From an optimization exercise on the open Yosys and OpenROAD flow, aimed at small area and few clock cycles per item; shortcuts taken in it are not production practice. Function was checked by simulation only, so behaviour that the tests miss may differ from the original. No activity file was given, so power comes from the tool's default toggle rates.

<file path="flow/design.v">
package ple_pkg;
  localparam int OP_W     = 3;
  localparam int KEY_W    = 32;
  localparam int POS_W    = 8;
  localparam int STATUS_W = 3;
  localparam int FOUND_W  = 4;
  localparam int LEN_W    = 5;
  localparam int IN_DATA_W  = 48;
  localparam int OUT_DATA_W = 16;
  localparam logic [OP_W-1:0] OP_INS_FIRST = 3'd0;
  localparam logic [OP_W-1:0] OP_INS_LAST  = 3'd1;
  localparam logic [OP_W-1:0] OP_INS_AT    = 3'd2;
  localparam logic [OP_W-1:0] OP_DEL_FIRST = 3'd3;
  localparam logic [OP_W-1:0] OP_DEL_LAST  = 3'd4;
  localparam logic [OP_W-1:0] OP_DEL_AT    = 3'd5;
  localparam logic [OP_W-1:0] OP_SEARCH    = 3'd6;
  localparam logic [STATUS_W-1:0] ST_OK       = 3'd0;
  localparam logic [STATUS_W-1:0] ST_BADPOS   = 3'd1;
  localparam logic [STATUS_W-1:0] ST_BEYOND   = 3'd2;
  localparam logic [STATUS_W-1:0] ST_EMPTY    = 3'd3;
  localparam logic [STATUS_W-1:0] ST_FULL     = 3'd4;
  localparam logic [STATUS_W-1:0] ST_NOTFOUND = 3'd5;
endpackage
module ple_cell #(
  parameter int DATA_WIDTH = 32
) (
  input  logic                  clk,
  input  logic                  shift,
  input  logic                  load,
  input  logic [DATA_WIDTH-1:0] key_word,
  input  logic [DATA_WIDTH-1:0] up_data,
  output logic [DATA_WIDTH-1:0] data,
  output logic                  match
);
  logic [DATA_WIDTH-1:0] data_r;
  logic                  hold;
  assign hold = !(shift || load);
  always_ff @(posedge clk) begin
    data_r <= ({DATA_WIDTH{hold}}  & data_r)
            | ({DATA_WIDTH{load}}  & key_word)
            | ({DATA_WIDTH{shift}} & up_data);
  end
  assign match = (data_r == key_word);
  assign data  = data_r;
endmodule
module positional_list_engine #(
  parameter int CAPACITY   = 16,
  parameter int DATA_WIDTH = 32
) (
  input  logic                            clk,
  input  logic                            rst_n,
  input  logic                            in_tvalid,
  output logic                            in_tready,
  input  logic [ple_pkg::IN_DATA_W-1:0]   in_tdata,
  output logic                            out_tvalid,
  input  logic                            out_tready,
  output logic [ple_pkg::OUT_DATA_W-1:0]  out_tdata
);
  logic [2:0]            in_op;
  logic [DATA_WIDTH-1:0] key_word;
  logic [7:0]            in_pos;
  assign in_op    = in_tdata[2:0];
  assign key_word = in_tdata[34:3];
  assign in_pos   = in_tdata[42:35];
  logic in_acc;
  logic out_valid_r;
  assign in_tready = !out_valid_r || out_tready;
  assign in_acc    = in_tvalid && in_tready;
  logic [4:0] count_r;
  logic [3:0] head_r;
  logic       full;
  logic       empty;
  assign full  = count_r[4];
  assign empty = (count_r == 5'd0);
  logic [2:0] dec_status;
  logic       dec_ins;
  logic       dec_del;
  logic       dec_search;
  always_comb begin
    dec_status = ple_pkg::ST_OK;
    dec_ins    = 1'b0;
    dec_del    = 1'b0;
    dec_search = 1'b0;
    case (in_op)
      ple_pkg::OP_INS_FIRST: begin
        if (full) dec_status = ple_pkg::ST_FULL;
        else      dec_ins    = 1'b1;
      end
      ple_pkg::OP_INS_LAST: begin
        if (full) dec_status = ple_pkg::ST_FULL;
        else      dec_ins    = 1'b1;
      end
      ple_pkg::OP_INS_AT: begin
        if (in_pos[7])                    dec_status = ple_pkg::ST_BADPOS;
        else if (in_pos > {3'd0, count_r}) dec_status = ple_pkg::ST_BEYOND;
        else if (full)                    dec_status = ple_pkg::ST_FULL;
        else                              dec_ins    = 1'b1;
      end
      ple_pkg::OP_DEL_FIRST: begin
        if (empty) dec_status = ple_pkg::ST_EMPTY;
        else       dec_del    = 1'b1;
      end
      ple_pkg::OP_DEL_LAST: begin
        if (empty) dec_status = ple_pkg::ST_EMPTY;
        else       dec_del    = 1'b1;
      end
      ple_pkg::OP_DEL_AT: begin
        if (in_pos[7])                         dec_status = ple_pkg::ST_BADPOS;
        else if (in_pos == 8'd0 && empty)      dec_status = ple_pkg::ST_EMPTY;
        else if (in_pos >= {3'd0, count_r})    dec_status = ple_pkg::ST_BEYOND;
        else                                   dec_del    = 1'b1;
      end
      ple_pkg::OP_SEARCH: begin
        dec_search = 1'b1;
      end
      default: begin
      end
    endcase
  end
  logic [3:0] p_eff;
  logic [3:0] cnt_m1;
  assign cnt_m1 = count_r[3:0] - 4'd1;    
  always_comb begin
    case (in_op)
      ple_pkg::OP_INS_LAST: p_eff = count_r[3:0];
      ple_pkg::OP_DEL_LAST: p_eff = cnt_m1;
      ple_pkg::OP_INS_AT,
      ple_pkg::OP_DEL_AT:   p_eff = in_pos[3:0];
      default:              p_eff = 4'd0;
    endcase
  end
  function automatic logic gt4(input logic [3:0] a, input logic [3:0] b);
    logic g;
    g = 1'b0;
    for (int i = 0; i < 4; i++) begin
      g = (a[i] && !b[i]) || ((a[i] || !b[i]) && g);
    end
    gt4 = g;
  endfunction
  logic [CAPACITY-1:0] gt;         
  logic [CAPACITY-1:0] below;      
  logic [CAPACITY-1:0] at_hm1;     
  always_comb begin
    for (int a = 0; a < CAPACITY; a++) begin
      logic [3:0] rel;
      rel = 4'd0;
      for (int h = 0; h < CAPACITY; h++) begin
        if (head_r == 4'(h)) rel = 4'((a - h) & 15);
      end
      gt[a]        = gt4(p_eff, rel);
      at_hm1[a]    = (rel == 4'd15);
    end
    for (int a = 0; a < CAPACITY; a++) begin
      below[a] = cell_live[(a + 1) % CAPACITY] && !at_hm1[a];
    end
  end
  logic [CAPACITY-1:0] cell_shift;
  logic [CAPACITY-1:0] cell_load;
  logic                do_ins;
  logic                do_del;
  assign do_ins = in_acc && dec_ins;
  assign do_del = in_acc && dec_del;
  always_comb begin
    for (int a = 0; a < CAPACITY; a++) begin
      logic gt_up;
      gt_up         = gt[(a + 1) % CAPACITY];
      cell_shift[a] = (do_ins && gt_up) || (do_del && !gt[a] && below[a]);
      cell_load[a]  = do_ins && !gt_up && (gt[a] || at_hm1[a]);
    end
  end
  logic [DATA_WIDTH-1:0] cell_data [CAPACITY];
  logic [CAPACITY-1:0]   cell_match;
  for (genvar g = 0; g < CAPACITY; g++) begin : g_cell
    ple_cell #(
      .DATA_WIDTH (DATA_WIDTH)
    ) u_cell (
      .clk      (clk),
      .shift    (cell_shift[g]),
      .load     (cell_load[g]),
      .key_word (key_word),
      .up_data  (cell_data[(g + 1) % CAPACITY]),
      .data     (cell_data[g]),
      .match    (cell_match[g])
    );
  end
  logic [4:0] count_nxt;
  always_comb begin
    count_nxt = count_r;
    if (in_acc && dec_ins)      count_nxt = count_r + 5'd1;
    else if (in_acc && dec_del) count_nxt = count_r - 5'd1;
  end
  always_ff @(posedge clk) begin
    if (!rst_n) begin
      count_r <= 5'd0;
      head_r  <= 4'd0;
    end else begin
      count_r <= count_nxt;
      if (do_ins) head_r <= head_r - 4'd1;
    end
  end
  logic [CAPACITY-1:0] cell_live;
  logic [CAPACITY-1:0] live_nxt;
  always_comb begin
    for (int a = 0; a < CAPACITY; a++) begin
      logic tail;
      tail        = cell_live[a] && (!cell_live[(a + 1) % CAPACITY] || at_hm1[a]);
      live_nxt[a] = do_ins ? (cell_live[a] || at_hm1[a])
                  : do_del ? (cell_live[a] && !tail)
                  : cell_live[a];
    end
  end
  always_ff @(posedge clk) begin
    if (!rst_n) cell_live <= '0;
    else        cell_live <= live_nxt;
  end
  logic [CAPACITY-1:0] match_live;
  logic [CAPACITY-1:0] match_rot;
  always_comb begin
    match_live = cell_match & cell_live;
    match_rot  = {match_live, match_live} >> head_r;
  end
  logic [2:0]          res_status_r;
  logic [CAPACITY-1:0] res_match_r;
  always_ff @(posedge clk) begin
    if (!rst_n) begin
      out_valid_r <= 1'b0;
    end else if (in_tready) begin
      out_valid_r <= in_tvalid;
    end
  end
  always_ff @(posedge clk) begin
    if (in_acc) begin
      res_status_r <= dec_search ? ple_pkg::ST_NOTFOUND : dec_status;
      res_match_r  <= match_rot;
    end
  end
  logic       hit;
  logic [3:0] hit_idx;
  logic [2:0] out_status;
  logic [3:0] out_found;
  always_comb begin
    hit_idx = 4'd0;
    for (int j = CAPACITY - 1; j >= 0; j--) begin
      if (res_match_r[j]) hit_idx = 4'(j);
    end
    hit        = (res_status_r == ple_pkg::ST_NOTFOUND) && (|res_match_r);
    out_status = hit ? ple_pkg::ST_OK : res_status_r;
    out_found  = hit ? hit_idx : 4'd0;
  end
  assign out_tvalid = out_valid_r;
  assign out_tdata  = {4'd0, count_r, out_found, out_status};
endmodule
</file>
<file path="flow/run.sh">
#!/bin/bash
# synth_recipe.tcl (not shown) runs the flow's synth.tcl, then flattens the netlist and writes it again
# the make line also repeats each setting of config.mk as NAME=value (left out here)
make -C /OpenROAD-flow-scripts/flow DESIGN_CONFIG=/design/flow/config.mk WORK_HOME=/design/flow/orfs CLKGATE_MAP_FILE= SYNTH_SCRIPT=/design/flow/synth_recipe.tcl finish
</file>
<file path="flow/config.mk">
export PLATFORM = sky130hd
export DESIGN_NAME = positional_list_engine
export DESIGN_NICKNAME = positional_list_engine
export VERILOG_FILES = /design/flow/design.v
export SDC_FILE = /design/flow/constraint.sdc
export NUM_CORES = 4
export LEC_CHECK = 0
export CAP_MARGIN = 0
export CORE_MARGIN = 2
export CORE_UTILIZATION = 40
export CTS_BUF_LIST = sky130_fd_sc_hd__clkbuf_16
export CTS_CLUSTER_DIAMETER = 90
export CTS_CLUSTER_SIZE = 30
export GPL_TIMING_DRIVEN = 0
export SLEW_MARGIN = 0
export SYNTH_HIERARCHICAL = 1
</file>
<file path="flow/constraint.sdc">
create_clock -name core_clock -period 3.8 [get_ports {clk}]
set_input_delay 0.7600 -clock core_clock [delete_from_list [all_inputs] [get_ports {clk}]]
set_output_delay 0.7600 -clock core_clock [all_outputs]
set_load 0.01 [all_outputs]
</file>
==> flow_summary.json, run 1 <==
{
  "status": "timing/DRC/antenna clean",
  "fmax_mhz": 270,
  "die_h_um": 275,
  "path_cells": "clkdlybuf4s50_1 > nor3b_4 > nand2_1 > o21ai_4 > a21o_1 > a22oi_1 > maj3_2 > maj3_2 > a211oi_4 > buf_6 > nor2_4 > buf_4 > a22oi_1 > nand2_1",
  "ir_worst_vdd_v": 0.000347,
  "critPathSlowestCell": "clkdlybuf4s50_1",
  "core_sq_mm": 0.0728,
  "layout-drive-gt1-share_pct": 13.2,
  "grt_pass1_vias": 25952,
  "wl_met2_um": 49300,
  "multi_input_area_sq_mm": 0.0174,
  "sequentialPowerShare_pct": 52.1,
  "yosysMostFrequentCell": "nand2_1",
  "grt_max_degree": 31,
  "synth-seq-area-share_pct": 38.6,
  "reg2regPathDepth": 17,
  "synth_commonest_cells": "1,111 x nand2_1, 538 x dfxtp_1, 515 x a22oi_1",
  "leakage_nw": 15.6,
  "cts_hold_buf": 0,
  "wl_per_cell_um": 21.6,
  "totalWireLength_um": 101000,
  "async_flop_share_pct": 0,
  "drtIter0Drc": 2110,
  "synth_cell_types": 83,
  "cp_max_fo": 10,
  "clockBufferDepth": 3,
  "p_comb_share_pct": 29.0,
  "grt_usage_pct": 26.1,
  "cp_top_family": "compound AO/OA/AOI/OAI gates",
  "timing.final.ws_setup_ns": 0.0944,
  "worst_hold_path_type": "flip-flop to flip-flop",
  "cp.arrival_ns": 4.23,
  "dieArea_sq_mm": 0.0757,
  "globalplace.congestion": 0.927,
  "whs_ns": 0.478,
  "port_buffers": 60,
  "ys.flop_type": "dfxtp_1",
  "io_pins": 70,
  "p_switching_mw": 8.49,
  "worst-setup-path-type": "input port to flip-flop",
  "synth_cells": 3563,
  "htreeDepth": 1,
  "whs_endpoint": "g_cell[11].u_cell.data_r[27]",
  "vias": 26671,
  "grt_antenna_before_repair": 0,
  "met3_length_um": 6190,
  "cpPeakStageDelay_ns": 0.61,
  "clkSlewWorstSetupHoldPaths_ns": 0.11,
  "pre_cts_ws_ns": -1.67,
  "fin_crit_sh_pct": 97.5,
  "fin_skew_ns": 0.0302,
  "p_int_mw": 13.3,
  "sw_frac_of_total_pct": 39.0,
  "die_w_um": 275,
  "cts_buffers": 30,
  "final_nets": 3785,
  "maxCapViolCount": 0,
  "finalWorstPathRequiredPeriod_ns": 3.71,
  "clkSinkCount": 557,
  "dpl.hpwl_um": 78800,
  "grt_pass1_wl_um": 154000,
  "regArea_sq_mm": 0.0114,
  "endpoint_kind": "flip-flop",
  "worstMarginPinSlew_ns": 0.959,
  "start_util_pct": 40.3,
  "cp.required_ns": 4.32,
  "netlist_area_sq_mm": 0.0294,
  "yosys.area.top_type": "dfxtp_1",
  "gr-total-overflow": 0,
  "synth_edf_count": 19,
  "final_antenna_net_count": 0,
  "reg2reg_to": "count_r[4]",
  "yosysWarnings": 9,
  "p_per_area_mw_per_mm2": 642,
  "ys_ff_latch": 557,
  "cts_tree": "done",
  "min_from": "g_cell[12].u_cell.data_r[27]",
  "max_slew_margin_pct": 36.0,
  "finalHoldViolCount": 0,
  "reg2reg_from": "count_r[2]",
  "maxSlewViolCount": 0,
  "viasPerCell": 5.67,
  "crit_path_start_kind": "input port",
  "yosysTopAreaCellShare_pct": 36.6,
  "fin_cells": 4701,
  "cts-root-buf": "clkbuf_16",
  "post-place-cells": 4617,
  "firstDrtPassIters": 6,
  "hold_path_depth": 2,
  "met1_length_um": 42800,
  "pwr-share-clk_pct": 18.9,
  "fillers": 7251,
  "postSynthAreaPerCell_sq_um": 8.25,
  "path_buf_inv": 3,
  "drc_errors": 0,
  "r2r_setup_slack_ns": 0.10,
  "top_layer_used": "met4",
  "syn2layout_area_growth_pct": 15.6,
  "num_antenna_cells": 0,
  "setup_violations": 0,
  "rows": 99,
  "clock_latency_ns": 0.64,
  "ys_top_cells_by_area": "dfxtp_1 37%, xor2_1 15%, nand2_1 14%, a22oi_1 13%, nor4_1 2.8%"
}
-- layer usage --
| metal | GRT usage (%) | vias up |
|---|---|---|
| met4 | 8.75 | 0 |
| met1 | 33.1 | 12899 |
| met3 | 3.06 | 174 |
| met5 | 0 | - |
| li1 | - | 12748 |
| met2 | 45.6 | 850 |
-- sequential cells by signal, summed over array words and instances (netlist names) --
register,cells
res_match_r,16
out_valid_r,1
count_r,5
head_r,4
cell_live,16
res_status_r,3
g_cell.u_cell.data_r,512
-- stage by stage --
step	total power, mW	TNS (ns)	utilization, %	instance area, sq um
floorplan	15.1	0	-	29400
global placement	17.2	-683.69	42.9	31200
detailed placement	17.4	-618.85	43.7	31800
CTS	21.6	-0.00235	46.0	33500
global route	23.1	-0.189	46.6	34000
finish	21.8	0	46.6	34000
-- cells in the final DEF, fill, tap and decap left out, drive strengths merged, types with 3 or more instances in the layout --
cell type | netlist | final
edfxtp | 19 | 19
o21a | 7 | 7
nor3b | 6 | 6
a21o | 8 | 8
inv | 23 | 41
nor4 | 133 | 133
clkbuf | 58 | 83
a22o | 3 | 3
and2 | 5 | 5
o22ai | 3 | 3
clkinv | 1 | 5
xnor2 | 5 | 5
clkdlybuf4s50 | 0 | 23
o31ai | 4 | 4
dfxtp | 538 | 538
mux2 | 16 | 16
nand2 | 1111 | 1111
xor2 | 514 | 514
o211a | 4 | 4
a2111oi | 4 | 4
a21oi | 43 | 43
a22oi | 515 | 515
ha | 14 | 14
nor2 | 82 | 82
mux2i | 34 | 34
nor3 | 11 | 11
a211oi | 14 | 14
nand3 | 33 | 33
o32ai | 29 | 29
conb | 1 | 4
nand4 | 36 | 36
maj3 | 12 | 12
nor2b | 10 | 10
buf | 167 | 266
o21ai | 55 | 55
o211ai | 5 | 5
nand2b | 9 | 9
-- power groups by stage --
stage	logic (mW)	registers, mW	clock network (mW)
2_1_floorplan	4.75	10.3	0
3_3_place_gp	5.80	11.4	0
3_5_place_dp	6.02	11.4	0
4_1_cts	6.17	11.3	4.18
5_1_grt	7.16	11.6	4.36
6_report	6.32	11.4	4.11
-- layout make-up --
cell class / instances / area share [%]
plain buffers: 218 / 3.76
clock inverters: 25 / 0.947
multi-input cells: 2760 / 51.3
clock buffers: 31 / 2.28
repair buffers: 127 / 4.44
flip-flops and latches: 557 / 33.4
well taps: 959 / 3.53
inverters: 24 / 0.295
-- how the worst max path moves through the flow --
stage                            start                     endpoint  slack, ns  cells past startpoint
after floorplan           in_tdata[37]                   count_r[4]       0.01                     15
after global placement       head_r[0]  g_cell[6].u_cell.data_r[29]      -1.80                     17
after detailed placement     head_r[0]  g_cell[6].u_cell.data_r[29]      -1.67                     17
after CTS                    head_r[1]  g_cell[8].u_cell.data_r[20]     -0.002                     17
after global routing       in_tdata[1]  g_cell[7].u_cell.data_r[10]      -0.03                     15
final                      in_tdata[1]  g_cell[8].u_cell.data_r[12]       0.09                     14
-- kinds of logic (layout without fill, tap and decap cells) --
group	count (synthesis)	count (layout)	share of synthesized area, %
other	1	4	0.0128
xor gates and xnor gates	519	519	15.5
AOI/OAI and AO/OA	714	714	18.0
buffers and inverters	249	425	4.00
adders and majority gates	27	27	1.11
and+or+nand+nor	1446	1446	21.0
muxes	50	50	1.77
DFF	557	557	38.6
-- worst register-to-register path: cells and delay by family (launching register included) --
| family | cells | cell delay [ns] |
|---|---|---|
| AOI/OAI and AO/OA | 7 | 1.44 |
| xor gates and xnor gates | 1 | 0.14 |
| adders and majority gates | 2 | 0.66 |
| buffers and inverters | 5 | 0.66 |
| DFF | 1 | 0.37 |
| muxes | 1 | 0.25 |
| and+or+nand+nor | 1 | 0.05 |
-- what timing repair did --
item,in CTS,in global routing
hold endpoints to repair,0,0
cloned,0,1
pin swaps,18,19
setup buffers,11,23
endpoints found under the setup margin,516,494
resized for setup,135,98
Testbench counts, summed over its fixed seeds: cycles 12,008, items 12,000.
==> inputs of run 2 (changes only) <==
--- a/flow/config.mk
+++ b/flow/config.mk
@@ -9,3 +9,3 @@
 export CORE_MARGIN = 2
-export CORE_UTILIZATION = 40
+export CORE_UTILIZATION = 65
 export CTS_BUF_LIST = sky130_fd_sc_hd__clkbuf_16
==> flow_summary.json, run 2 <==
{
  "reg2reg_from": "head_r[0]",
  "synth-seq-area-share_pct": 38.6,
  "largest_register_ffs": 512,
  "regArea_sq_mm": 0.0114,
  "worst-setup-path-type": "input port to flip-flop",
  "endpoint_kind": "flip-flop",
  "firstDrtPassIters": 7,
  "cp.required_ns": 4.31,
  "finalHoldViolCount": 0,
  "ys_ff_latch": 557,
  "layout_commonest_cell": "nand2_1",
  "dieArea_sq_mm": 0.0469,
  "die_w_um": 217,
  "maxSlewViolCount": 0,
  "p_comb_share_pct": 30.3,
  "grt_pass1_vias": 27822,
  "yosysMostFrequentCell": "nand2_1",
  "final_util_pct": 74.7,
  "cts_buffers": 25,
  "globalplace.congestion": 0.989,
  "finalWorstPathRequiredPeriod_ns": 3.81,
  "r2r_setup_slack_ns": 0,
  "final_cell_mix": "1,111 x nand2_1, 533 x dfxtp_1, 514 x xor2_1",
  "yosysTopAreaCellShare_pct": 36.6,
  "ys.flop_type": "dfxtp_1",
  "die_h_um": 217,
  "fin_skew_ns": 0.0278,
  "core_sq_mm": 0.0444,
  "timing.final.ws_setup_ns": -0.00682,
  "layout-drive-gt1-share_pct": 12.7,
  "clkSlewWorstSetupHoldPaths_ns": 0.11,
  "p_per_area_mw_per_mm2": 649,
  "htreeDepth": 1,
  "final_nets": 3782,
  "final_antenna_net_count": 0,
  "clockBufferDepth": 3,
  "port_buffers": 60,
  "async_flop_share_pct": 0,
  "whs_endpoint": "g_cell[2].u_cell.data_r[21]",
  "syn2layout_area_growth_pct": 12.9,
  "multi_input_area_sq_mm": 0.0174,
  "yosysWarnings": 9,
  "postSynthAreaPerCell_sq_um": 8.25,
  "grt_pass1_wl_um": 156000,
  "viasPerCell": 6.58,
  "reg2regPathDepth": 19,
  "rows": 77,
  "wl_per_cell_um": 23.9,
  "crit_path_start_kind": "input port",
  "sw_frac_of_total_pct": 39.7,
  "cts_hold_buf": 0,
  "grt_max_degree": 32,
  "top_register": "g_cell.u_cell.data_r",
  "grt_usage_pct": 42.5,
  "start_util_pct": 66.2,
  "p_int_mw": 13.0,
  "final.setup.tns_ns": -0.00682,
  "vias": 28408,
  "fin_cells": 4320,
  "netlist_area_sq_mm": 0.0294,
  "gr-total-overflow": 0,
  "pwr-share-clk_pct": 16.1,
  "whs_ns": 0.480,
  "max_slew_margin_pct": 48.3,
  "yosys.area.top_type": "dfxtp_1",
  "cts-root-buf": "clkbuf_16",
  "sequentialPowerShare_pct": 53.6,
  "hold_path_depth": 2,
  "clkSinkCount": 557,
  "ir_worst_vdd_v": 0.000509,
  "maxCapViolCount": 0,
  "num_antenna_cells": 0,
  "dpl.hpwl_um": 76600,
  "synth_commonest_cells": "1,111 x nand2_1, 538 x dfxtp_1, 515 x a22oi_1",
  "worst_hold_path_type": "flip-flop to flip-flop",
  "clock_latency_ns": 0.63,
  "reg_top3": "g_cell.u_cell.data_r: 512 flops, cell_live: 16 flops, res_match_r: 16 flops",
  "failed_checks": "negative setup slack",
  "synth_cells": 3563,
  "fin_crit_sh_pct": 100,
  "worstMarginPinSlew_ns": 0.768,
  "ys_top_cells_by_area": "dfxtp_1 37%, xor2_1 15%, nand2_1 14%, a22oi_1 13%, nor4_1 2.8%",
  "fillers": 3394,
  "min_from": "g_cell[3].u_cell.data_r[21]",
  "leakage_nw": 15.4,
  "setup_violations": 1,
  "p_switching_mw": 8.55,
  "synth_edf_count": 19,
  "cp.arrival_ns": 4.31,
  "drtIter0Drc": 3513,
  "io_pins": 70,
  "grt_antenna_before_repair": 0,
  "totalWireLength_um": 103000,
  "status": "complete, but fails checks",
  "fmax_mhz": 263,
  "cts_tree": "done",
  "reg2reg_to": "g_cell[3].u_cell.data_r[19]",
  "drc_errors": 0,
  "post-place-cells": 4250,
  "cp_max_fo": 10,
  "synth_cell_types": 83
}
## run 2: layer usage
metal / vias up / share of wire, % / track usage [%]
met1: 13426 / 38 / 54.4
met4: 0 / 6.5 / 25.5
met5: - / 0 / 0
met3: 439 / 12 / 8.76
li1: 12715 / - / -
met2: 1828 / 44 / 66.3
## run 2: power by group through the flow
stage | Sequential, mW | Clock, mW | Combinational (mW)
4_1_cts | 11.3 | 3.43 | 6.32
3_5_place_dp | 11.4 | 0 | 6.13
3_3_place_gp | 11.4 | 0 | 5.76
5_1_grt | 11.7 | 3.60 | 7.26
6_report | 11.5 | 3.46 | 6.53
2_1_floorplan | 10.3 | 0 | 4.75
## run 2: final cells by class
class | count | area share, %
repair buffers | 126 | 4.33
clock inverters | 14 | 0.520
inverters | 24 | 0.302
plain buffers | 221 | 3.94
multi-input cells | 2760 | 52.5
flip-flops and latches | 557 | 34.2
clock buffers | 26 | 1.96
well taps | 592 | 2.23
## run 2: critical path: stages
cell and delay, ns:
clkdlybuf4s50_1 0.50, buf_6 0.15, nand2b_1 0.17, o21ai_0 0.13
a22oi_1 0.29, o21a_1 0.16, clkbuf_4 0.24, nor4_4 0.07
buf_4 0.18, buf_4 0.14, o31ai_1 0.18, nor2_1 0.12
o32ai_2 0.46, buf_4 0.23, nor2_4 0.05, buf_4 0.18
a22oi_1 0.19, nand2_1 0.08
## run 2: worst max path at each step
stage / from / endpoint / slack, ns / cells past startpoint
after detailed placement: head_r[0] / g_cell[7].u_cell.data_r[12] / -1.46 / 16
after CTS: count_r[0] / g_cell[11].u_cell.data_r[6] / 0.005 / 17
after global placement: head_r[0] / g_cell[7].u_cell.data_r[19] / -1.40 / 16
after global routing: in_tdata[2] / g_cell[3].u_cell.data_r[19] / -0.15 / 18
final: in_tdata[2] / g_cell[3].u_cell.data_r[19] / -0.007 / 18
after floorplan: in_tdata[37] / count_r[4] / 0.01 / 15
## run 2: stage by stage
stage | cell area [sq um] | worst slack, ns | total power, mW
6_report | 33200 | -0.00682 | 21.5
5_1_grt | 33200 | -0.154 | 22.6
4_1_cts | 32700 | 0.00505 | 21.1
3_5_place_dp | 31300 | -1.46 | 17.5
3_3_place_gp | 30800 | -1.40 | 17.1
2_1_floorplan | 29400 | 0.0116 | 15.1
## run 2: repair_timing
| action | CTS | global route |
|---|---|---|
| buffers inserted | 19 | 15 |
| setup endpoints to repair | 514 | 494 |
| resized for setup | 111 | 133 |
| hold endpoints to repair | 0 | 0 |
| pin swaps | 20 | 18 |
## run 2: cells by family after synthesis
| kind of cell | after synthesis | share of synthesized area [%] |
|---|---|---|
| AO/OA/AOI/OAI | 714 | 18.0 |
| XOR/XNOR | 519 | 15.5 |
| adder cells (fa/ha/maj) | 27 | 1.11 |
| buffers and inverters | 249 | 4.00 |
| flip-flops | 557 | 38.6 |
| multiplexers | 50 | 1.77 |
| other | 1 | 0.0128 |
| AND/OR/NAND/NOR | 1446 | 21.0 |
==> inputs of run 3 (changes only) <==
--- a/flow/config.mk
+++ b/flow/config.mk
@@ -9,3 +9,3 @@
 export CORE_MARGIN = 2
-export CORE_UTILIZATION = 65
+export CORE_UTILIZATION = 60
 export CTS_BUF_LIST = sky130_fd_sc_hd__clkbuf_16
==> flow_summary.json, run 3 <==
{
  "cp.required_ns": 4.33,
  "cp.arrival_ns": 4.22,
  "totalWireLength_um": 103000,
  "num_antenna_cells": 0,
  "grt_usage_pct": 39.7,
  "worst-setup-path-type": "flip-flop to flip-flop",
  "ys_ff_latch": 557,
  "synth_cell_types": 83,
  "finalHoldViolCount": 0,
  "total_power_mw": 21.6,
  "p_per_area_mw_per_mm2": 653,
  "synth-seq-area-share_pct": 38.6,
  "crit_path_start_kind": "flip-flop",
  "status": "timing/DRC/antenna clean",
  "endpoint_kind": "flip-flop",
  "whs_ns": 0.475,
  "postSynthAreaPerCell_sq_um": 8.25,
  "yosysMostFrequentCell": "nand2_1",
  "leakage_nw": 15.4,
  "die_w_um": 225,
  "maxCapViolCount": 0,
  "top_register": "g_cell.u_cell.data_r",
  "synth_cells": 3563,
  "yosysTopAreaCellShare_pct": 36.6,
  "layout-drive-gt1-share_pct": 12.2,
  "layout_commonest_cell": "nand2_1",
  "die_h_um": 225,
  "cp_top_family": "buffers and inverters",
  "start_util_pct": 60.4,
  "ir_worst_vdd_v": 0.000529,
  "critPathSlowestCell": "a211oi_4",
  "grt_pass1_wl_um": 155000,
  "async_flop_share_pct": 0,
  "rows": 81,
  "yosys.area.top_type": "dfxtp_1",
  "htreeDepth": 1,
  "ys.flop_type": "dfxtp_1",
  "maxSlewViolCount": 0,
  "final_cell_mix": "1,111 x nand2_1, 533 x dfxtp_1, 514 x xor2_1",
  "cts_buffers": 28,
  "wl_per_cell_um": 23.8,
  "fin_skew_ns": 0.0409,
  "yosysWarnings": 9,
  "dpl.hpwl_um": 78700,
  "finalWorstPathRequiredPeriod_ns": 3.68,
  "grt_pass1_vias": 26690,
  "drc_errors": 0,
  "cts_hold_buf": 0,
  "max_slew_margin_pct": 45.5,
  "use_met3_pct": 6.94,
  "met1_usage_pct": 52.1,
  "cpPeakStageDelay_ns": 0.41,
  "worst_hold_path_type": "flip-flop to flip-flop",
  "core_sq_mm": 0.0486,
  "worstMarginPinSlew_ns": 0.810,
  "busiest_layer": "met2",
  "fin_crit_sh_pct": 96.9,
  "reg_top3": "g_cell.u_cell.data_r: 512 flops, cell_live: 16 flops, res_match_r: 16 flops",
  "globalplace.congestion": 0.951,
  "synth_commonest_cells": "1,111 x nand2_1, 538 x dfxtp_1, 515 x a22oi_1",
  "gr-total-overflow": 0,
  "io_pins": 70,
  "use_met2_pct": 63.3,
  "clkSinkCount": 557,
  "netlist_area_sq_mm": 0.0294,
  "clockBufferDepth": 3,
  "drtIter0Drc": 2966,
  "vias": 27879,
  "syn2layout_area_growth_pct": 12.6,
  "cts-root-buf": "clkbuf_16",
  "clock_latency_ns": 0.65,
  "path_buf_inv": 5,
  "path_cells": "clkbuf_4 > inv_6 > ha_1 > clkbuf_4 > nor3_4 > and2_2 > nand2_1 > o21ai_0 > maj3_2 > maj3_2 > a211oi_4 > buf_6 > nor2_4 > buf_4 > a22oi_1 > nand2_1",
  "clkSlewWorstSetupHoldPaths_ns": 0.12,
  "final_antenna_net_count": 0,
  "cp_max_fo": 16,
  "setup_violations": 0,
  "final_nets": 3773,
  "synth_edf_count": 19,
  "largest_register_ffs": 512,
  "port_buffers": 60,
  "ys_top_cells_by_area": "dfxtp_1 37%, xor2_1 15%, nand2_1 14%, a22oi_1 13%, nor4_1 2.8%",
  "rsz0062_at_grt": "true",
  "cts_tree": "done",
  "viasPerCell": 6.42,
  "grt_antenna_before_repair": 1,
  "grt_max_degree": 31,
  "fmax_mhz": 271,
  "firstDrtPassIters": 6,
  "dieArea_sq_mm": 0.0508
}
## run 3: cell counts after synthesis
Identical to the previous run, type by type.
## run 3: worst reg2reg max path: cells and delay by family (launching register included)
kind	cells	cell delay [ns]
fa+ha+maj	3	0.97
compound gates	3	0.69
buf+inv	5	0.99
simple gates	5	0.60
flops	1	0.35
## run 3: logic make-up (layout without fill, tap and decap cells)
kind of cell	count (synthesis)	in the layout	share of synthesized area [%]
muxes	50	50	1.77
adders and majority gates	27	27	1.11
xor gates and xnor gates	519	519	15.5
other	1	4	0.0128
DFF	557	557	38.6
and+or+nand+nor	1446	1446	21.0
buffers and inverters	249	405	4.00
AOI/OAI and AO/OA	714	715	18.0
## run 3: per-stage QoR
stage	setup WS [ns]	cells	utilization (%)	area (sq um)	setup TNS [ns]
after floorplan	0.0116	3566	-	29400	0
after global placement	-1.40	4248	63.3	30800	-527.01
after detailed placement	-1.38	4280	64.4	31300	-524.57
after CTS	0.00788	4334	67.3	32800	0
after global routing	-0.0290	4345	68.0	33100	-0.122
final	0.117	4345	68.0	33100	0
## run 3: worst paths after layout
path | from | endpoint | slack [ns] | cells after the start
max | head_r[1] | g_cell[8].u_cell.data_r[17] | 0.12 | 16
min | g_cell[13].u_cell.data_r[27] | g_cell[12].u_cell.data_r[27] | 0.48 | 2
max reg2reg | head_r[1] | g_cell[8].u_cell.data_r[17] | 0.12 | 16
min reg2reg | g_cell[13].u_cell.data_r[27] | g_cell[12].u_cell.data_r[27] | 0.48 | 2
## run 3: timing repair
action,in CTS,in global routing
endpoints found under the setup margin,514,502
gates cloned,0,1
setup buffers,10,12
pin swaps,14,16
gates resized for setup,100,100
## run 3: report_power, final
part | switching, mW | internal [mW]
clock network | 2.23 | 1.48
registers | 3.14 | 8.39
logic | 3.24 | 3.15
total | 8.61 | 13.0
## run 3: final cells by class
| type | count | area, sq um |
|---|---|---|
| Buffer | 220 | 1240 |
| Clock buffer | 28 | 701 |
| Sequential cell | 557 | 11400 |
| Timing Repair Buffer | 114 | 1320 |
| Fill cell | 4132 | 15500 |
| Tap cell | 622 | 778 |
| Inverter | 24 | 103 |
| Clock inverter | 19 | 268 |
| Multi-Input combinational cell | 2761 | 17300 |
## run 3: per-layer routing
metal	share of wire [%]	up-vias	wire length (um)
met2	45	1466	46500
met4	5.4	2	5580
met5	0.0097	-	10
met1	40	13376	41400
met3	9.6	325	9920
li1	-	12710	-
==> inputs of run 4 (changes only) <==
--- a/flow/design.v
+++ b/flow/design.v
@@ -139,2 +139,3 @@
   endfunction
+  logic [CAPACITY-1:0] cell_live;  
   logic [CAPACITY-1:0] gt;         
@@ -200,3 +201,2 @@
   end
-  logic [CAPACITY-1:0] cell_live;
   logic [CAPACITY-1:0] live_nxt;
==> flow_summary.json, run 4 <==
{
  "max_slew_margin_pct": 45.5,
  "cts_tree": "done",
  "setup_violations": 0,
  "maxCapViolCount": 0,
  "cp_top_family": "buffers and inverters",
  "firstDrtPassIters": 6,
  "synth_cells": 3563,
  "dpl.hpwl_um": 78700,
  "leakage_nw": 15.4,
  "yosysMostFrequentCell": "nand2_1",
  "post-place-cells": 4280,
  "grt_usage_pct": 39.7,
  "htreeDepth": 1,
  "io_pins": 70,
  "ir_worst_vdd_v": 0.000529,
  "die_h_um": 225,
  "globalplace.congestion": 0.951,
  "grt_antenna_before_repair": 1,
  "cts-root-buf": "clkbuf_16",
  "cp.arrival_ns": 4.22,
  "finalHoldViolCount": 0,
  "vias": 27879,
  "synth_compound_area_share_pct": 18.0,
  "wl_per_cell_um": 23.8,
  "rsz0062_at_grt": "true",
  "syn2layout_area_growth_pct": 12.6,
  "rows": 81,
  "path_cells": "clkbuf_4 > inv_6 > ha_1 > clkbuf_4 > nor3_4 > and2_2 > nand2_1 > o21ai_0 > maj3_2 > maj3_2 > a211oi_4 > buf_6 > nor2_4 > buf_4 > a22oi_1 > nand2_1",
  "synth-seq-area-share_pct": 38.6,
  "clkSlewWorstSetupHoldPaths_ns": 0.12,
  "pwr-share-clk_pct": 17.1,
  "fin_crit_sh_pct": 96.9,
  "synth_xor_area_share_pct": 15.5,
  "dieArea_sq_mm": 0.0508,
  "drc_errors": 0,
  "cpPeakStageDelay_ns": 0.41,
  "clockBufferDepth": 3,
  "layout_commonest_cell": "nand2_1",
  "p_comb_share_pct": 29.5,
  "clock_latency_ns": 0.65,
  "path_buf_inv": 5,
  "synth_edf_count": 19,
  "fin_skew_ns": 0.0409,
  "port_buffers": 60,
  "top_register": "g_cell.u_cell.data_r",
  "start_util_pct": 60.4,
  "yosys.area_share.simple_pct": 21.0,
  "worst-setup-path-type": "flip-flop to flip-flop",
  "yosys.area.top_type": "dfxtp_1",
  "final_antenna_net_count": 0,
  "post_synth_mux_area_share_pct": 1.77,
  "core_sq_mm": 0.0486,
  "fmax_mhz": 271,
  "synth_cell_types": 83,
  "status": "timing/DRC/antenna clean",
  "yosysWarnings": 9,
  "p_per_area_mw_per_mm2": 653,
  "ys_top_cells_by_area": "dfxtp_1 37%, xor2_1 15%, nand2_1 14%, a22oi_1 13%, nor4_1 2.8%",
  "synthAdderAreaFrac_pct": 1.11,
  "cp.required_ns": 4.33,
  "largest_register_ffs": 512,
  "p_int_mw": 13.0,
  "critPathSlowestCell": "a211oi_4",
  "die_w_um": 225,
  "maxSlewViolCount": 0,
  "num_antenna_cells": 0,
  "gr-total-overflow": 0,
  "ys.flop_type": "dfxtp_1",
  "sequentialPowerShare_pct": 53.3,
  "totalWireLength_um": 103000,
  "synth_commonest_cells": "1,111 x nand2_1, 538 x dfxtp_1, 515 x a22oi_1",
  "fin_cells": 4345,
  "async_flop_share_pct": 0,
  "final.setup.tns_ns": 0,
  "clkSinkCount": 557,
  "final_cell_mix": "1,111 x nand2_1, 533 x dfxtp_1, 514 x xor2_1",
  "finalWorstPathRequiredPeriod_ns": 3.68,
  "ys_ff_latch": 557,
  "layout-drive-gt1-share_pct": 12.2,
  "grt_pass1_vias": 26690,
  "worst_hold_path_type": "flip-flop to flip-flop",
  "final_nets": 3773,
  "worstMarginPinSlew_ns": 0.810,
  "synth_top_family_by_area": "simple AND/OR/NAND/NOR gates",
  "grt_pass1_wl_um": 155000,
  "viasPerCell": 6.42,
  "total_power_mw": 21.6,
  "grt_max_degree": 31,
  "p_switching_mw": 8.61,
  "postSynthAreaPerCell_sq_um": 8.25,
  "sw_frac_of_total_pct": 39.8,
  "yosysTopAreaCellShare_pct": 36.6,
  "crit_path_start_kind": "flip-flop",
  "cts_buffers": 28,
  "drtIter0Drc": 2966,
  "endpoint_kind": "flip-flop",
  "reg_top3": "g_cell.u_cell.data_r: 512 flops, cell_live: 16 flops, res_match_r: 16 flops",
  "cp_max_fo": 16,
  "netlist_area_sq_mm": 0.0294
}
## run 4: cell counts after synthesis
No cell type changed its count.
## run 4: worst paths after layout
| check | cells past startpoint | from | slack, ns | end |
|---|---|---|---|---|
| hold reg to reg | 2 | g_cell[13].u_cell.data_r[27] | 0.48 | g_cell[12].u_cell.data_r[27] |
| setup reg to reg | 16 | head_r[1] | 0.12 | g_cell[8].u_cell.data_r[17] |
| hold / removal | 2 | g_cell[13].u_cell.data_r[27] | 0.48 | g_cell[12].u_cell.data_r[27] |
| setup / recovery | 16 | head_r[1] | 0.12 | g_cell[8].u_cell.data_r[17] |
## run 4: metrics by stage
| step | cell area [sq um] | setup WS (ns) | hold WS [ns] | utilization [%] |
|---|---|---|---|---|
| 6_report | 33100 | 0.117 | 0.475 | 68.0 |
| 5_1_grt | 33100 | -0.0290 | 0.500 | 68.0 |
| 4_1_cts | 32800 | 0.00788 | 0.470 | 67.3 |
| 3_5_place_dp | 31300 | -1.38 | 0.467 | 64.4 |
| 3_3_place_gp | 30800 | -1.40 | 0.463 | 63.3 |
| 2_1_floorplan | 29400 | 0.0116 | 0.447 | - |
## run 4: cell families (layout without fill, tap and decap cells)
group,count (synthesis),in the layout
and+or+nand+nor,1446,1446
DFF,557,557
adders and majority gates,27,27
muxes,50,50
buffers and inverters,249,405
AOI/OAI and AO/OA,714,715
xor gates and xnor gates,519,519
other,1,4
## run 4: cell type report
type / count / area (sq um)
timing repair buffer: 114 / 1320
fill: 4132 / 15500
buffer: 220 / 1240
sequential: 557 / 11400
tap: 622 / 778
multi-input combinational: 2761 / 17300
clock inverter: 19 / 268
clock buffer: 28 / 701
inverter: 24 / 103
## run 4: metal layers
layer	up-vias	GRT usage, %	part of all wire (%)
met5	-	0	0.0097
met1	13376	52.1	40
met3	325	6.94	9.6
li1	12710	-	-
met2	1466	63.3	45
met4	2	19.4	5.4
## run 4: repair_timing
item                       4_1_cts  5_1_grt
setup endpoints to repair      514      502
hold buffers                     0        0
resized for setup              100      100
buffers inserted                10       12
cloned                           0        1
pin swaps                       14       16
## run 4: worst min-delay path: stages (launching register included)
cell	delay (ns)
dfxtp_1	0.35
nand2_1	0.07
nand2_1	0.04
## run 4: power groups by stage
stage	Sequential (mW)	Combinational, mW	Clock [mW]
3_3_place_gp	11.4	5.77	0
2_1_floorplan	10.3	4.75	0
6_report	11.5	6.39	3.71
3_5_place_dp	11.5	6.10	0
5_1_grt	11.7	7.14	3.91
4_1_cts	11.4	6.26	3.71
Testbench counts of run 4, summed over its fixed seeds: cycles 12,008, items 12,000.
==> inputs of run 5 (changes only) <==
--- a/flow/design.v
+++ b/flow/design.v
@@ -139,3 +139,2 @@
   endfunction
-  logic [CAPACITY-1:0] cell_live;  
   logic [CAPACITY-1:0] gt;         
@@ -201,2 +200,3 @@
   end
+  logic [CAPACITY-1:0] cell_live;
   logic [CAPACITY-1:0] live_nxt;
--- a/flow/config.mk
+++ b/flow/config.mk
@@ -11,4 +11,4 @@
 export CTS_BUF_LIST = sky130_fd_sc_hd__clkbuf_16
-export CTS_CLUSTER_DIAMETER = 90
-export CTS_CLUSTER_SIZE = 30
+export CTS_CLUSTER_DIAMETER = 80
+export CTS_CLUSTER_SIZE = 34
 export GPL_TIMING_DRIVEN = 0
==> flow_summary.json, run 5 <==
{
  "clkSinkCount": 557,
  "cp.arrival_ns": 4.19,
  "worstMarginPinSlew_ns": 0.829,
  "path_buf_inv": 5,
  "grt_pass1_vias": 26865,
  "ir_worst_vdd_v": 0.000589,
  "ys_ff_latch": 557,
  "port_buffers": 60,
  "htreeDepth": 2,
  "yosysWarnings": 9,
  "num_antenna_cells": 0,
  "final_antenna_net_count": 0,
  "cp_max_fo": 16,
  "syn2layout_area_growth_pct": 13.8,
  "worst-setup-path-type": "flip-flop to flip-flop",
  "whs_ns": 0.452,
  "cp_top_family": "compound AO/OA/AOI/OAI gates",
  "ys.flop_type": "dfxtp_1",
  "setup_violations": 0,
  "critPathSlowestCell": "a2111oi_4",
  "met1_usage_pct": 51.9,
  "synth-seq-area-share_pct": 38.6,
  "multi_input_area_sq_mm": 0.0174,
  "synth_cell_types": 83,
  "async_flop_share_pct": 0,
  "path_cells": "clkbuf_4 > inv_6 > ha_1 > inv_1 > a21oi_1 > a2bb2oi_4 > o2111ai_2 > o211ai_2 > and2_4 > o21ai_0 > a2111oi_4 > buf_4 > nor2_4 > buf_2 > a22oi_1 > nand2_1",
  "viasPerCell": 6.40,
  "fin_crit_sh_pct": 97.2,
  "clock_latency_ns": 0.62,
  "grt_pass1_wl_um": 156000,
  "layout_commonest_cell": "nand2_1",
  "start_util_pct": 60.4,
  "crit_path_start_kind": "flip-flop",
  "fillers": 4081,
  "layout-drive-gt1-share_pct": 12.7,
  "drc_errors": 0,
  "status": "timing/DRC/antenna clean",
  "netlist_area_sq_mm": 0.0294,
  "final.setup.tns_ns": 0,
  "clkSlewWorstSetupHoldPaths_ns": 0.09,
  "cp.required_ns": 4.29,
  "die_h_um": 225,
  "grt_usage_pct": 40.0,
  "use_met3_pct": 7.76,
  "worst_hold_path_type": "flip-flop to flip-flop",
  "rows": 81,
  "synth_commonest_cells": "1,111 x nand2_1, 538 x dfxtp_1, 515 x a22oi_1",
  "regArea_sq_mm": 0.0114,
  "fmax_mhz": 271,
  "cpPeakStageDelay_ns": 0.60,
  "synth_edf_count": 19,
  "yosysMostFrequentCell": "nand2_1",
  "gr-total-overflow": 0,
  "clockBufferDepth": 3,
  "maxCapViolCount": 0,
  "cts_tree": "done",
  "max_slew_margin_pct": 44.2,
  "firstDrtPassIters": 7,
  "busiest_layer": "met2",
  "vias": 27939,
  "finalWorstPathRequiredPeriod_ns": 3.69,
  "globalplace.congestion": 0.951,
  "cts_buffers": 35,
  "largest_register_ffs": 512,
  "postSynthAreaPerCell_sq_um": 8.25,
  "timing.final.ws_setup_ns": 0.105,
  "use_met2_pct": 63.3,
  "finalHoldViolCount": 0,
  "fin_skew_ns": 0.0568,
  "dieArea_sq_mm": 0.0508,
  "pre_cts_ws_ns": -1.38,
  "core_sq_mm": 0.0486,
  "ys_top_cells_by_area": "dfxtp_1 37%, xor2_1 15%, nand2_1 14%, a22oi_1 13%, nor4_1 2.8%",
  "yosys.area.top_type": "dfxtp_1",
  "io_pins": 70,
  "wl_per_cell_um": 23.8,
  "final_cell_mix": "1,111 x nand2_1, 533 x dfxtp_1, 514 x xor2_1",
  "dpl.hpwl_um": 78700,
  "totalWireLength_um": 104000,
  "reg_top3": "g_cell.u_cell.data_r: 512 flops, cell_live: 16 flops, res_match_r: 16 flops",
  "synth_cells": 3563,
  "cts-root-buf": "clkbuf_16",
  "leakage_nw": 15.5,
  "grt_max_degree": 35,
  "final_nets": 3781,
  "maxSlewViolCount": 0,
  "die_w_um": 225,
  "yosysTopAreaCellShare_pct": 36.6,
  "p_per_area_mw_per_mm2": 669,
  "top_register": "g_cell.u_cell.data_r",
  "grt_antenna_before_repair": 1,
  "endpoint_kind": "flip-flop",
  "cts_hold_buf": 0,
  "drtIter0Drc": 3182
}
## run 5: cell counts after synthesis
No cell type changed its count.
## run 5: power by group
group	internal, mW	leakage [nW]	switching (mW)
combinational	3.16	10.3	3.26
sequential	8.40	4.67	3.16
clock	2.06	0.620	2.35
total	13.6	15.5	8.77
## run 5: what timing repair did
action,4_1_cts,5_1_grt
endpoints found under the setup margin,515,500
pin swaps,15,21
buffers inserted,11,14
resized for setup,98,99
## run 5: path summary, 6_finish.rpt
kind	startpoint	depth (start not counted)	slack [ns]	end
setup / recovery	head_r[1]	16	0.11	g_cell[11].u_cell.data_r[6]
hold / removal	g_cell[0].u_cell.data_r[14]	2	0.45	g_cell[15].u_cell.data_r[14]
setup reg to reg	head_r[1]	16	0.11	g_cell[11].u_cell.data_r[6]
hold reg to reg	g_cell[0].u_cell.data_r[14]	2	0.45	g_cell[15].u_cell.data_r[14]
## run 5: metrics by stage
| step | utilization, % | power, mW | instances | area, sq um |
|---|---|---|---|---|
| 5_1_grt | 68.7 | 23.5 | 4363 | 33400 |
| 3_5_place_dp | 64.4 | 17.6 | 4280 | 31300 |
| 3_3_place_gp | 63.3 | 17.2 | 4248 | 30800 |
| 4_1_cts | 67.9 | 22.1 | 4352 | 33000 |
| 6_report | 68.7 | 22.4 | 4363 | 33400 |
| 2_1_floorplan | - | 15.1 | 3566 | 29400 |
## run 5: logic make-up (layout without fill, tap and decap cells)
family | count (synthesis) | in the layout | share of synthesized area, %
simple gates | 1446 | 1446 | 21.0
flops | 557 | 557 | 38.6
fa+ha+maj | 27 | 27 | 1.11
xor+xnor | 519 | 519 | 15.5
compound gates | 714 | 714 | 18.0
buf+inv | 249 | 424 | 4.00
other cells | 1 | 4 | 0.0128
mux | 50 | 50 | 1.77
## run 5: worst register-to-register path: stages, from the launching register on
cell	delay, ns
dfxtp_1	0.35
clkbuf_4	0.20
inv_6	0.18
ha_1	0.21
inv_1	0.05
a21oi_1	0.34
a2bb2oi_4	0.27
o2111ai_2	0.17
o211ai_2	0.15
and2_4	0.20
o21ai_0	0.14
a2111oi_4	0.60
buf_4	0.24
nor2_4	0.06
buf_2	0.19
a22oi_1	0.19
nand2_1	0.10
## run 5: layer usage
metal | vias up | share of wire [%]
li1 | 12715 | -
met1 | 13343 | 40
met5 | - | 0.017
met3 | 366 | 10
met2 | 1513 | 45
met4 | 2 | 5.9
## run 5: final cells by class
class | instances | area share [%]
buffer | 219 | 3.66
clock buffer | 36 | 2.69
clock inverter | 28 | 1.06
inverter | 24 | 0.307
multi-input combinational | 2760 | 52.0
sequential | 557 | 34.0
tap | 622 | 2.33
timing repair buffer | 117 | 4.02
Testbench counts of run 5, summed over its fixed seeds: cycles 12,008, items 12,000.
==> inputs of run 6 (changes only) <==
==> flow/flow/run.sh (new file) <==
#!/bin/bash
# Standard layout, except that the buffers ABC inserts during synthesis are
# removed at floorplan (REMOVE_ABC_BUFFERS=1) instead of kept; placement is
# not timing driven, so the standard flow would otherwise keep them.
set -euo pipefail
bash standard.sh REMOVE_ABC_BUFFERS=1 finish > standard_flow.log 2>&1
==> flow/standard.sh (new file) <==
#!/bin/bash
# synth_recipe.tcl (not shown) runs the flow's synth.tcl, then flattens the netlist and writes it again
# the make line also repeats each setting of config.mk as NAME=value (left out here)
make -C /OpenROAD-flow-scripts/flow DESIGN_CONFIG=/design/flow/config.mk WORK_HOME=/design/flow/orfs CLKGATE_MAP_FILE= SYNTH_SCRIPT=/design/flow/synth_recipe.tcl "${@:-finish}"
--- a/flow/config.mk
+++ b/flow/config.mk
@@ -11,4 +11,4 @@
 export CTS_BUF_LIST = sky130_fd_sc_hd__clkbuf_16
-export CTS_CLUSTER_DIAMETER = 80
-export CTS_CLUSTER_SIZE = 34
+export CTS_CLUSTER_DIAMETER = 90
+export CTS_CLUSTER_SIZE = 30
 export GPL_TIMING_DRIVEN = 0
removed: flow/run.sh
==> flow_summary.json, run 6 <==
{
  "synthAdderAreaFrac_pct": 1.11,
  "p_per_area_mw_per_mm2": 638,
  "status": "timing/DRC/antenna clean",
  "totalWireLength_um": 97400,
  "grt_max_degree": 50,
  "synth_commonest_cells": "1,111 x nand2_1, 538 x dfxtp_1, 515 x a22oi_1",
  "clock_latency_ns": 0.64,
  "grt_antenna_before_repair": 6,
  "ir_worst_vdd_v": 0.000504,
  "yosysTopAreaCellShare_pct": 36.6,
  "firstDrtPassIters": 6,
  "core_sq_mm": 0.0486,
  "yosys.area.top_type": "dfxtp_1",
  "endpoint_kind": "flip-flop",
  "dpl.hpwl_um": 59800,
  "finalWorstPathRequiredPeriod_ns": 3.71,
  "cp-startpoint": "in_tdata[36]",
  "clkSlewWorstSetupHoldPaths_ns": 0.11,
  "cts_tree": "done",
  "final.setup.tns_ns": 0,
  "worst-setup-path-type": "input port to flip-flop",
  "final_antenna_net_count": 0,
  "netlist_area_sq_mm": 0.0294,
  "ys.flop_type": "dfxtp_1",
  "rows": 81,
  "grt_usage_pct": 37.2,
  "htreeDepth": 1,
  "setup_violations": 0,
  "synth_cells": 3563,
  "grt_pass1_vias": 26877,
  "cp-endpoint": "g_cell[6].u_cell.data_r[31]",
  "reg2reg_from": "count_r[2]",
  "port_buffers": 60,
  "yosysWarnings": 9,
  "die_w_um": 225,
  "viasPerCell": 6.46,
  "synth_top_family_by_area": "simple AND/OR/NAND/NOR gates",
  "start_util_pct": 60.4,
  "layout-drive-gt1-share_pct": 10.5,
  "clockBufferDepth": 3,
  "final_cell_mix": "1,109 x nand2_1, 530 x dfxtp_1, 515 x a22oi_1",
  "worstMarginPinSlew_ns": 1.03,
  "cp.required_ns": 4.33,
  "maxSlewViolCount": 0,
  "io_pins": 70,
  "async_flop_share_pct": 0,
  "yosys.area_share.simple_pct": 21.0,
  "ys_top_cells_by_area": "dfxtp_1 37%, xor2_1 15%, nand2_1 14%, a22oi_1 13%, nor4_1 2.8%",
  "gr-total-overflow": 0,
  "synth_edf_count": 19,
  "reg2regPathDepth": 16,
  "synth_xor_area_share_pct": 15.5,
  "cts_buffers": 28,
  "total_power_mw": 21.2,
  "cp.arrival_ns": 4.24,
  "fin_skew_ns": 0.0363,
  "drtIter0Drc": 2716,
  "cp_max_fo": 26,
  "fin_crit_sh_pct": 97.7,
  "reg2reg_to": "g_cell[6].u_cell.data_r[31]",
  "die_h_um": 225,
  "dieArea_sq_mm": 0.0508,
  "r2r_setup_slack_ns": 0.15,
  "grt_pass1_wl_um": 149000,
  "fmax_mhz": 269,
  "synth_compound_area_share_pct": 18.0,
  "crit_path_start_kind": "input port",
  "largest_register_ffs": 512,
  "globalplace.congestion": 0.920,
  "ys_ff_latch": 557,
  "top_register": "g_cell.u_cell.data_r",
  "reg_top3": "g_cell.u_cell.data_r: 512 flops, cell_live: 16 flops, res_match_r: 16 flops",
  "cts-root-buf": "clkbuf_16",
  "final_nets": 3664,
  "drc_errors": 0,
  "synth_cell_types": 83,
  "leakage_nw": 15.1,
  "post_synth_mux_area_share_pct": 1.77,
  "max_slew_margin_pct": 31.3,
  "finalHoldViolCount": 0,
  "worst_hold_path_type": "flip-flop to flip-flop",
  "vias": 27374,
  "layout_commonest_cell": "nand2_1",
  "synth-seq-area-share_pct": 38.6,
  "postSynthAreaPerCell_sq_um": 8.25,
  "wl_per_cell_um": 23.0,
  "syn2layout_area_growth_pct": 13.3,
  "yosysMostFrequentCell": "nand2_1",
  "clkSinkCount": 557,
  "maxCapViolCount": 0,
  "hold_path_depth": 2
}
==> run 6: changes by cell type in the layout (fill, tap and decap cells not counted), sizes merged, moves of 3 or more <==
cell	delta
clkbuf	-60
inv	-3
o211a	+3
nor2	+16
buf	-81
dlymetal6s2s	-3
==> run 6: worst min path at each step <==
stage / slack [ns] / startpoint / to
3_3_place_gp: 0.46 / g_cell[13].u_cell.data_r[5] / g_cell[12].u_cell.data_r[5]
4_1_cts: 0.46 / g_cell[10].u_cell.data_r[6] / g_cell[9].u_cell.data_r[6]
5_1_grt: 0.46 / g_cell[10].u_cell.data_r[28] / g_cell[9].u_cell.data_r[28]
2_1_floorplan: 0.45 / g_cell[0].u_cell.data_r[30] / g_cell[0].u_cell.data_r[30]
6_report: 0.45 / g_cell[10].u_cell.data_r[6] / g_cell[9].u_cell.data_r[6]
3_5_place_dp: 0.46 / g_cell[12].u_cell.data_r[27] / g_cell[11].u_cell.data_r[27]
==> run 6: cells by family (layout without fill, tap and decap cells) <==
family / Yosys count / in the layout
muxes: 50 / 50
and+or+nand+nor: 1446 / 1462
xor gates and xnor gates: 519 / 519
buffers and inverters: 249 / 276
DFF: 557 / 557
adders and majority gates: 27 / 27
AOI/OAI and AO/OA: 714 / 721
other: 1 / 6
==> run 6: through the flow <==
step / instances / area [sq um] / util, % / worst slack [ns] / hold WS [ns]
6_report: 4240 / 33300 / 68.4 / 0.0884 / 0.453
5_1_grt: 4238 / 33300 / 68.4 / -0.00439 / 0.462
4_1_cts: 4216 / 33000 / 67.7 / 0.0139 / 0.460
3_5_place_dp: 4051 / 30400 / 62.4 / -2.44 / 0.462
3_3_place_gp: 4023 / 29700 / 61.0 / -5.51 / 0.462
2_1_floorplan: 3341 / 28300 / - / -2.03 / 0.447
==> run 6: routing by layer <==
metal	global-route usage (%)	part of all wire, %
met1	46.1	39
met2	64.3	48
met3	5.40	8.4
met4	16.0	4.3
met5	0	0.053
==> run 6: worst max-delay path, cell delays in order <==
cell and delay (ns):
clkdlybuf4s50_1 0.50, ha_1 0.25, a21o_1 0.18, a21o_1 0.20, a211oi_4 0.28, o21ai_2 0.13, a2111oi_4 0.29, buf_4 0.20
buf_8 0.25, nand2_2 0.15, o32ai_4 0.28, buf_12 0.24, nor2_4 0.07, buf_12 0.15, a22oi_1 0.19, nand2_1 0.08
==> run 6: timing repair <==
item | 4_1_cts | 5_1_grt
setup buffers | 94 | 20
hold buffers | 0 | 0
setup endpoints to repair | 534 | 513
gates cloned | 22 | 2
gates resized for setup | 74 | 38
pin swaps | 58 | 14
==> run 6: final cells by class <==
class / count / area [sq um]
timing repair inverter: 1 / 8.76
multi-input combinational: 2783 / 17800
tap: 622 / 778
inverter: 24 / 124
fill: 4012 / 15400
clock inverter: 21 / 285
clock buffer: 28 / 701
sequential: 557 / 11400
timing repair buffer: 202 / 2250
antenna: 2 / 5.00
==> run 6: report_power, final <==
part / switching (mW) / internal, mW / total [mW]
registers: 2.73 / 8.39 / 11.1
clock network: 2.23 / 1.54 / 3.77
logic: 3.19 / 3.16 / 6.35
total: 8.15 / 13.1 / 21.2

==> re-timing with driven ports <==
The results above use ideal ports. As a check the final layouts listed here were re-extracted and re-timed, cells and wires unchanged. Step 1: set_driving_cell puts a clkbuf_16 on clk and a buf_2 on each other input, an assumption about the parent block. Step 2, shift: input delay + t, output delay - t, t = (earliest + latest rising clock arrival at the registers) / 2. This alone moves slack from input paths to output paths. a / b / c = ideal ports / drivers / drivers and shift; a / b = the first two.
| run | t (ns) | setup slack, ns | hold WS [ns] | clock arrival spread, ns | worst register clock-pin slew, ns |
|---|---|---|---|---|---|
| run 1 | 0.697 | 0.094 / 0.101 / -0.560 | 0.478 / 0.478 / 0.478 | 0.030 / 0.030 | 0.12 / 0.12 |
| run 2 | 0.677 | -0.007 / 0.003 / -0.656 | 0.480 / 0.441 / 0.480 | 0.030 / 0.030 | 0.12 / 0.12 |
| run 3 | 0.689 | 0.117 / 0.117 / -0.477 | 0.475 / 0.449 / 0.475 | 0.041 / 0.041 | 0.12 / 0.12 |
| run 4 | 0.689 | 0.117 / 0.117 / -0.477 | 0.475 / 0.449 / 0.475 | 0.041 / 0.041 | 0.12 / 0.12 |
| run 5 | 0.653 | 0.105 / 0.105 / -0.490 | 0.452 / 0.452 / 0.452 | 0.058 / 0.058 | 0.12 / 0.12 |
| run 6 | 0.683 | 0.088 / 0.126 / -0.557 | 0.453 / 0.453 / 0.453 | 0.039 / 0.039 | 0.12 / 0.12 |
Met with ideal ports but missed after step 2: setup timing in 5 of these runs. The setup slack of run 1, which loses most, moves by +0.007 ns with the drivers and by -0.654 ns with both steps.
